Background: an optimization exercise with open tools, aiming at small area, a short achievable clock period and few clock cycles per item. Do not read the settings as production practice.
The RTL was checked by simulation tests, not by an equivalence proof against the original design.

==> 02-02 <==
==> flow/design.v (excerpt) <==
module mult_div_unit (
  input  logic        clk,
  input  logic        reset,
  input  logic        md_start,
  input  logic [3:0]  md_op,
  input  logic [31:0] md_rs_data,
  input  logic [31:0] md_rt_data,
  output logic        md_busy,
  output logic [31:0] md_hi,
  output logic [31:0] md_lo
);
==> flow/config.mk <==
export PLATFORM = sky130hd
export DESIGN_NAME = mult_div_unit
export DESIGN_NICKNAME = mult_div_unit
export VERILOG_FILES = /design/flow/design.v
export SDC_FILE = /design/flow/constraint.sdc
export NUM_CORES = 4
export LEC_CHECK = 0
export ABC_AREA = 1
export CAP_MARGIN = 20
export CORE_MARGIN = 2
export CORE_UTILIZATION = 40
export SLEW_MARGIN = 20
==> flow/constraint.sdc <==
create_clock -name core_clock -period 150.0 [get_ports {clk}]
set_input_delay 30.0000 -clock core_clock [delete_from_list [all_inputs] [get_ports {clk}]]
set_output_delay 30.0000 -clock core_clock [all_outputs]
set_load 0.01 [all_outputs]
standard.sh (not shown) runs the stock make flow with config.mk's settings and CLKGATE_MAP_FILE= SYNTH_SCRIPT=/design/flow/synth_recipe.tcl, a recipe that flattens the netlist after the stock synthesis.
==> flow/flow/run.sh <==
#!/bin/bash
# Layout flow: the standard flow (standard.sh) in three parts.
#  1. The standard synthesis, unchanged, up to its netlist 1_2_yosys.v.
#  2. flow/invpush.py rewrites that netlist: it picks the polarity of each
#     sky130_fd_sc_hd__fa_1 full adder (a full adder with all inputs
#     complemented gives both outputs complemented) so that fewer
#     inverters are needed around the adders, and rebuilds the inverters.
#     Registers and every other cell are kept as they are; the original
#     netlist is kept as 1_2_yosys.orig.v here.
#  3. The rest of the standard flow from that netlist, with two changes:
#     - the buffers that global placement puts on every input and output
#       port are sky130_fd_sc_hd__buf_2 cells instead of the cell
#       buffer_ports picks by itself (clkdlybuf4s50_1, a slow delay buffer
#       twice the size);
#     - repair_timing (after CTS and after global routing) is asked for a
#       setup margin of 119.5 ns, so that it works on the paths that set
#       the achieved period (150 ns less the setup slack) instead of
#       stopping as soon as the 150 ns clock is met. The SDC is unchanged.
# make's full output goes to flow_make_*.log and invpush's to
# flow_invpush.log here; ORFS keeps each step's tool log under orfs/logs/.
set -euo pipefail
RES="$PWD/orfs/results/sky130hd/mult_div_unit/base"
bash standard.sh "$RES/1_2_yosys.v" > flow_make_1.log 2>&1
cp "$RES/1_2_yosys.v" 1_2_yosys.orig.v
python3 flow/invpush.py 1_2_yosys.orig.v "$RES/1_2_yosys.v" > flow_invpush.log 2>&1
bash standard.sh synth floorplan > flow_make_2.log 2>&1
export BUFFER_PORTS_ARGS="-buffer_cell sky130_fd_sc_hd__buf_2"
export SETUP_SLACK_MARGIN=119.5
bash standard.sh finish > flow_make_3.log 2>&1
Other scripts of this flow, unchanged in this note and not shown: flow/flow/invpush.py
==> 05-04 (differences from 02-02) <==
--- a/flow/flow/run.sh
+++ b/flow/flow/run.sh
@@ -13,7 +13,7 @@
 #       buffer_ports picks by itself (clkdlybuf4s50_1, a slow delay buffer
 #       twice the size);
 #     - repair_timing (after CTS and after global routing) is asked for a
-#       setup margin of 119.5 ns, so that it works on the paths that set
+#       setup margin of 118.5 ns, so that it works on the paths that set
 #       the achieved period (150 ns less the setup slack) instead of
 #       stopping as soon as the 150 ns clock is met. The SDC is unchanged.
 # make's full output goes to flow_make_*.log and invpush's to
@@ -25,5 +25,5 @@
 python3 flow/invpush.py 1_2_yosys.orig.v "$RES/1_2_yosys.v" > flow_invpush.log 2>&1
 bash standard.sh synth floorplan > flow_make_2.log 2>&1
 export BUFFER_PORTS_ARGS="-buffer_cell sky130_fd_sc_hd__buf_2"
-export SETUP_SLACK_MARGIN=119.5
+export SETUP_SLACK_MARGIN=118.5
 bash standard.sh finish > flow_make_3.log 2>&1
==> comparison table <==
metric                                                             02-02        05-04
Outcome                                         timing/DRC/antenna clean  timing/DRC/antenna clean
Fraction of area in multi-input gates                              0.713        0.746
Final hold slack                                                  581 ps       588 ps
Number of fill cells in the layout                                  7748         8023
Worst Setup Slack, final                                       118950 ps    118580 ps
First drt pass iteration count                                         9            6
Met1 global-route usage                                            0.504        0.496
Critical Path End Type                                         flip-flop   output pin
Req. time, crit path                                           150340 ps    120000 ps
Setup slack on the worst flop-to-flop path                     124560 ps    124570 ps
Antenna cell count                                                     3            1
Count of nets after finishing                                       4928         4840
Hold Path End                                                   hi_q[20]     hi_q[27]
Met2 usage                                                         0.509        0.495
Post-CTS Resized                                                     351            3
Non-Filler Instances                                                5370         5280
Repair and plain buffers                                             324          243
Fraction of layout instances using a drive strength above 1        0.139       0.0830
Routing layer with the top usage in global route                    met2         met1
Testbench counts of 02-02, summed over its fixed seeds: cycles 8,810, ops 3,200.
Testbench counts of 05-04, summed over its fixed seeds: cycles 8,810, ops 3,200.

[re-timing with driven ports]
The results above use ideal ports. As a check the final layouts listed here were re-extracted and re-timed, cells and wires unchanged. Step 1, drivers: a clkbuf_16 drives clk and a buf_2 each remaining input, both assumed. Step 2 adds t to the input delays and takes it off the output delays; t is the mean of the earliest and latest rising clock arrival at the registers after step 1. Input paths then give back, and output paths get back, about the clock's delay inside the block. a / b / c = ideal / step 1 / step 2; a / b = the first two.
run	t, ns	setup slack, ns	pins driven straight from the clock port
02-02	0.518	118.945 / 118.897 / 118.426	1
05-04	0.516	118.582 / 118.530 / 118.166	1
After both steps setup and hold are still met in every run listed. The setup slack of 02-02, which loses most, moves by -0.048 ns with the drivers and by -0.519 ns with both steps.
